Background: an optimization exercise with open tools, aiming at small area. Do not read the settings as production practice. In this exercise RTL edits were held to simulation tests only and were not proved equivalent to the original. The flow treats the clock pin as an ideal source. Dropping or thinning the clock tree relies on that and would not hold on a real chip. Power and IR drop assume default switching activity.

== run A ==
## ball_controller
module ball_controller (
	input  logic       clk,
	input  logic       rst,
	input  logic [9:0] team1_pos,
	input  logic [9:0] team2_pos,
	input  logic [3:0] buttons,
	output logic [19:0] ball_pos,
	output logic       score_team1,
	output logic       score_team2
);
	logic       tick;
	logic       first;
	logic       serve;
	logic       flip;
	logic [9:0] x;
	logic [9:0] y;
	assign ball_pos = {x, y};
	move_tick move_tick_inst (
		.clk (clk),
		.rst (rst),
		.tick (tick),
		.first(first)
	);
	ball_motion ball_motion_inst (
		.clk  (clk),
		.rst  (rst),
		.tick (tick),
		.serve(serve),
		.flip (flip),
		.x    (x),
		.y    (y)
	);
	player_contact player_contact_inst (
		.clk      (clk),
		.rst      (rst),
		.tick     (tick),
		.x        (x),
		.y        (y),
		.team1_pos(team1_pos),
		.team2_pos(team2_pos),
		.flip     (flip)
	);
	serve_control serve_control_inst (
		.clk        (clk),
		.rst        (rst),
		.x          (x),
		.y          (y),
		.buttons    (buttons),
		.first      (first),
		.serve      (serve),
		.score_team1(score_team1),
		.score_team2(score_team2)
	);
endmodule
export LEC_CHECK = 0
export ABC_AREA = 1
export CAP_MARGIN = 20
export CORE_MARGIN = 2
export CORE_UTILIZATION = 40
export CTS_BUF_LIST = sky130_fd_sc_hd__clkbuf_8
export SLEW_MARGIN = 20
create_clock -name core_clock -period 25.0 [get_ports {clk}]
standard.sh (not shown) runs the stock make flow with config.mk's settings and CLKGATE_MAP_FILE= SYNTH_SCRIPT=/design/flow/synth_recipe.tcl, a recipe that flattens the netlist after the stock synthesis.
==> flow/flow/run.sh <==
#!/bin/bash
# Own layout flow: the standard flow (standard.sh), with these changes.
# 1. Synthesis: the standard synthesis script (same passes and the same
#    flip-flop mapping, so the same registers) but without the full/half-adder
#    extraction and the Kogge-Stone carry map, and with an area-oriented ABC
#    script (abc_template.script) for the combinational logic. The script's
#    random restructuring (&deepsyn) is tried with SEEDS seeds, each in its
#    own ORFS work folder, and the smallest netlist is kept and carried on
#    through the rest of the flow.
# 2. Port buffers use the smallest buffer cell (buf_1) instead of the
#    default pick (every input and output port still gets its buffer), and
#    the clock tree uses clkbuf_8 without a dummy balancing load.
# Each tool's output goes to a log file in this folder.
set -euo pipefail
W=$(pwd)
F=$W/flow
prep() {
	# $1 scripts folder, $2 ABC script
	rm -rf "$1"
	cp -r "$FLOW_HOME/scripts" "$1"
	python3 - "$1" "$2" <<'PY'
import sys
s = sys.argv[1]
p = s + '/synth.tcl'
t = open(p).read()
a = t.index('# Technology mapping of adders')
b = t.index('# Technology mapping of latches')
t = t[:a] + t[b:]
t = t.replace('"-extra-map $::env(FLOW_HOME)/platforms/common/lcu_kogge_stone.v"', '""')
open(p, 'w').write(t)
open(s + '/abc_area.script', 'w').write(open(sys.argv[2]).read())
PY
}
area() {
	grep "Chip area for module" "$1/reports/sky130hd/ball_controller/base/synth_stat.txt" | awk '{print $NF}'
}
SEEDS=24
names=()
for i in $(seq 0 $((SEEDS - 1))); do
	n=d$i
	names+=("$n")
	sed "s/@SEED@/$i/" "$F/abc_template.script" > "$W/abc_$n.script"
	prep "$W/scripts_$n" "$W/abc_$n.script"
done
# run the trials, NUM_CORES at a time
pids=()
for n in "${names[@]}"; do
	bash standard.sh WORK_HOME="$W/try_$n" SCRIPTS_DIR="$W/scripts_$n" ABC_AREA=1 synth > "synth_$n.log" 2>&1 &
	pids+=($!)
	if (( ${#pids[@]} >= ${NUM_CORES:-4} )); then
		wait "${pids[0]}" || true
		pids=("${pids[@]:1}")
	fi
done
for p in "${pids[@]}"; do wait "$p" || true; done
best=""
bestarea=""
for n in "${names[@]}"; do
	if [[ -f "$W/try_$n/results/sky130hd/ball_controller/base/1_synth.odb" ]]; then
		ar=$(area "$W/try_$n")
		echo "$n $ar" >> synth_trials.log
		if [[ -z "$best" ]] || python3 -c "import sys; sys.exit(0 if $ar < $bestarea else 1)"; then
			best=$n; bestarea=$ar
		fi
	fi
done
echo "chosen $best $bestarea" >> synth_trials.log
rm -rf "$W/orfs"
mv "$W/try_$best" "$W/orfs"
for n in "${names[@]}"; do
	rm -rf "$W/try_$n"
	[[ "$n" == "$best" ]] || rm -rf "$W/scripts_$n"
done
bash standard.sh SCRIPTS_DIR="$W/scripts_$best" BUFFER_PORTS_ARGS="-buffer_cell sky130_fd_sc_hd__buf_1" \
	CTS_ARGS="-sink_clustering_enable -repair_clock_nets -buf_list sky130_fd_sc_hd__clkbuf_8 -dont_use_dummy_load" \
	> layout.log 2>&1
==> flow/flow/abc_template.script <==
strash
dc2
&get -n
&deepsyn -S @SEED@ -T 30
&put
dc2
&get -n
&dch -f
&nf -R 1000
&put
> inputs changed (run A -> run B)
Settings: a change of CAP_MARGIN from 20 to 0; a change of SLEW_MARGIN from 20 to 0.
-- flow/flow/run.sh --
<<< run A, line 6
#    script (abc_template.script) for the combinational logic. The script's
#    random restructuring (&deepsyn) is tried with SEEDS seeds, each in its
#    own ORFS work folder, and the smallest netlist is kept and carried on
#    through the rest of the flow.
# 2. Port buffers use the smallest buffer cell (buf_1) instead of the
>>> run B, line 6
#    script (abc_template.script) for the combinational logic. The script's
#    random restructuring (&deepsyn) is tried with SEEDS seeds, each with and
#    without a dc2 pass before it, each in its own ORFS work folder, and the
#    smallest netlist is kept and carried on through the rest of the flow.
# 2. Port buffers use the smallest buffer cell (buf_1) instead of the
<<< run A, line 36
}
SEEDS=24
names=()
for i in $(seq 0 $((SEEDS - 1))); do
	n=d$i
	names+=("$n")
	sed "s/@SEED@/$i/" "$F/abc_template.script" > "$W/abc_$n.script"
	prep "$W/scripts_$n" "$W/abc_$n.script"
done
>>> run B, line 36
}
SEEDS=16
names=()
for i in $(seq 0 $((SEEDS - 1))); do
	for p in a b; do
		n=d$i$p
		names+=("$n")
		o="dc2"
		[[ $p == b ]] && o="balance"
		sed -e "s/@SEED@/$i/" -e "s/@PRE@/$o/" "$F/abc_template.script" > "$W/abc_$n.script"
		prep "$W/scripts_$n" "$W/abc_$n.script"
	done
done
==> flow/flow/abc_template.script <==
strash
@PRE@
&get -n
&deepsyn -S @SEED@ -T 40
&put
dc2
&get -n
&dch -f
&nf -R 1000
&put
Notes after the runs:
Clock skew: run B vs run A identical
Comparing run A against run B, there is no change at all in post-detailed-placement cell area.
Diff run B..run A | overall power | unchanged
On post-route cell area, run A and run B are neck and neck.
Comparing run A with run B, the clock latency of the later-clocked register in the worst-skew pair came out essentially unchanged.
As far as sequential cell area goes, run A and run B are indistinguishable; the numbers are identical.
Final critical-path setup slack: run B vs run A — no meaningful difference
#### Input delta (run C over run B)
-- flow/flow/run.sh --
<<< run B, line 2
# Own layout flow: the standard flow (standard.sh), with these changes.
# 1. Synthesis: the standard synthesis script (same passes and the same
#    flip-flop mapping, so the same registers) but without the full/half-adder
#    extraction and the Kogge-Stone carry map, and with an area-oriented ABC
#    script (abc_template.script) for the combinational logic. The script's
#    random restructuring (&deepsyn) is tried with SEEDS seeds, each with and
#    without a dc2 pass before it, each in its own ORFS work folder, and the
#    smallest netlist is kept and carried on through the rest of the flow.
# 2. Port buffers use the smallest buffer cell (buf_1) instead of the
#    default pick (every input and output port still gets its buffer), and
#    the clock tree uses clkbuf_8 without a dummy balancing load.
# Each tool's output goes to a log file in this folder.
set -euo pipefail
>>> run C, line 2
# Own layout flow: the standard flow (standard.sh), with these changes.
set -euo pipefail
<<< run B, line 36
}
SEEDS=16
names=()
for i in $(seq 0 $((SEEDS - 1))); do
	for p in a b; do
		n=d$i$p
>>> run C, line 25
}
SEEDS=24
names=()
for i in $(seq 0 $((SEEDS - 1))); do
	for p in a b c; do
		n=d$i$p
<<< run B, line 43
		o="dc2"
		[[ $p == b ]] && o="balance"
		sed -e "s/@SEED@/$i/" -e "s/@PRE@/$o/" "$F/abc_template.script" > "$W/abc_$n.script"
		prep "$W/scripts_$n" "$W/abc_$n.script"
>>> run C, line 32
		o="dc2"
		e=""
		[[ $p == b ]] && o="balance"
		[[ $p == c ]] && e="-E 20"
		sed -e "s/@SEED@/$i/" -e "s/@PRE@/$o/" -e "s/@NF@/$e/" "$F/abc_template.script" > "$W/abc_$n.script"
		prep "$W/scripts_$n" "$W/abc_$n.script"
<<< run B, line 79
	CTS_ARGS="-sink_clustering_enable -repair_clock_nets -buf_list sky130_fd_sc_hd__clkbuf_8 -dont_use_dummy_load" \
	> layout.log 2>&1
>>> run C, line 70
	CTS_ARGS="-sink_clustering_enable -repair_clock_nets -buf_list sky130_fd_sc_hd__clkbuf_8 -dont_use_dummy_load" \
	POST_CTS_TCL="$F/noroot.tcl" \
	> layout.log 2>&1
-- flow/flow/abc_template.script --
<<< run B, line 8
&dch -f
&nf -R 1000
&put
>>> run C, line 8
&dch -f
&nf -R 1000 @NF@
&put
==> flow/flow/noroot.tcl (new file) <==
set block [ord::get_db_block]
set clk_net [[$block findBTerm clk] getNet]
set roots {}
set leaves {}
foreach inst [$block getInsts] {
	if {![string match "sky130_fd_sc_hd__clkbuf_*" [[$inst getMaster] getName]]} { continue }
	foreach it [$inst getITerms] {
		if {[$it isInputSignal] && [$it getNet] != "NULL"} {
			if {[[$it getNet] getId] == [$clk_net getId]} {
				lappend roots $inst
			} else {
				lappend leaves $inst
			}
		}
	}
}
puts "noroot: [llength $roots] root, [llength $leaves] leaf clock buffers"
if {[llength $roots] == 1 && [llength $leaves] >= 1 && [llength $leaves] <= 4} {
	set root [lindex $roots 0]
	set rnet ""
	foreach it [$root getITerms] {
		if {[$it isOutputSignal]} { set rnet [$it getNet] }
	}
	# every load of the root net must be a leaf buffer input
	set ok 1
	set loads {}
	foreach it [$rnet getITerms] {
		if {[$it getInst] == $root} { continue }
		if {[lsearch $leaves [$it getInst]] < 0} { set ok 0 }
		lappend loads $it
	}
	if {$ok} {
		foreach it $loads {
			$it disconnect
			$it connect $clk_net
		}
		odb::dbInst_destroy $root
		odb::dbNet_destroy $rnet
		puts "noroot: removed [llength $roots] root buffer, clock port drives [llength $loads] leaf buffers"
	}
}
Findings:
Compared with run B, run C shows a higher proportion of synthesized chip area in sequential cells. Overall fraction of global-route tracks in use delta (run B -> run C): insignificant. Clock latency on the worst-skew pair: higher on run B. The length of routed met3 wiring reported for run C is greater than that of run B by about 15%. In the metrics for run C and run B, the one carrying the lower share of total power in the clock network is run C.

==> separate check: timing with driven ports <==
No port has a modelled driver above. Below, the same layouts with a new extraction and two added sets of constraints. Step 1 assumes that a clkbuf_16 drives the clock port and a buf_2 every other input. Step 2 moves the port delays by t, midway between the first and last clock arrival at a register: inputs arrive t later, outputs are due t later. That takes back most of the time a late clock gives input paths. Slacks: ideal ports / drivers / drivers and shift; pairs: ideal ports / drivers.
| run | t, ns | setup slack, ns | hold WS [ns] | worst data-port slew with drivers (ns) |
|---|---|---|---|---|
| run A | 0.294 | 14.155 / 14.158 / 13.863 | 0.457 / 0.457 / 0.457 | 0.03 |
| run B | 0.294 | 14.155 / 14.158 / 13.863 | 0.457 / 0.457 / 0.457 | 0.03 |
| run C | 0.182 | 14.225 / 14.235 / 14.052 | 0.459 / 0.459 / 0.459 | 0.03 |
After both steps every run listed still meets setup and hold.
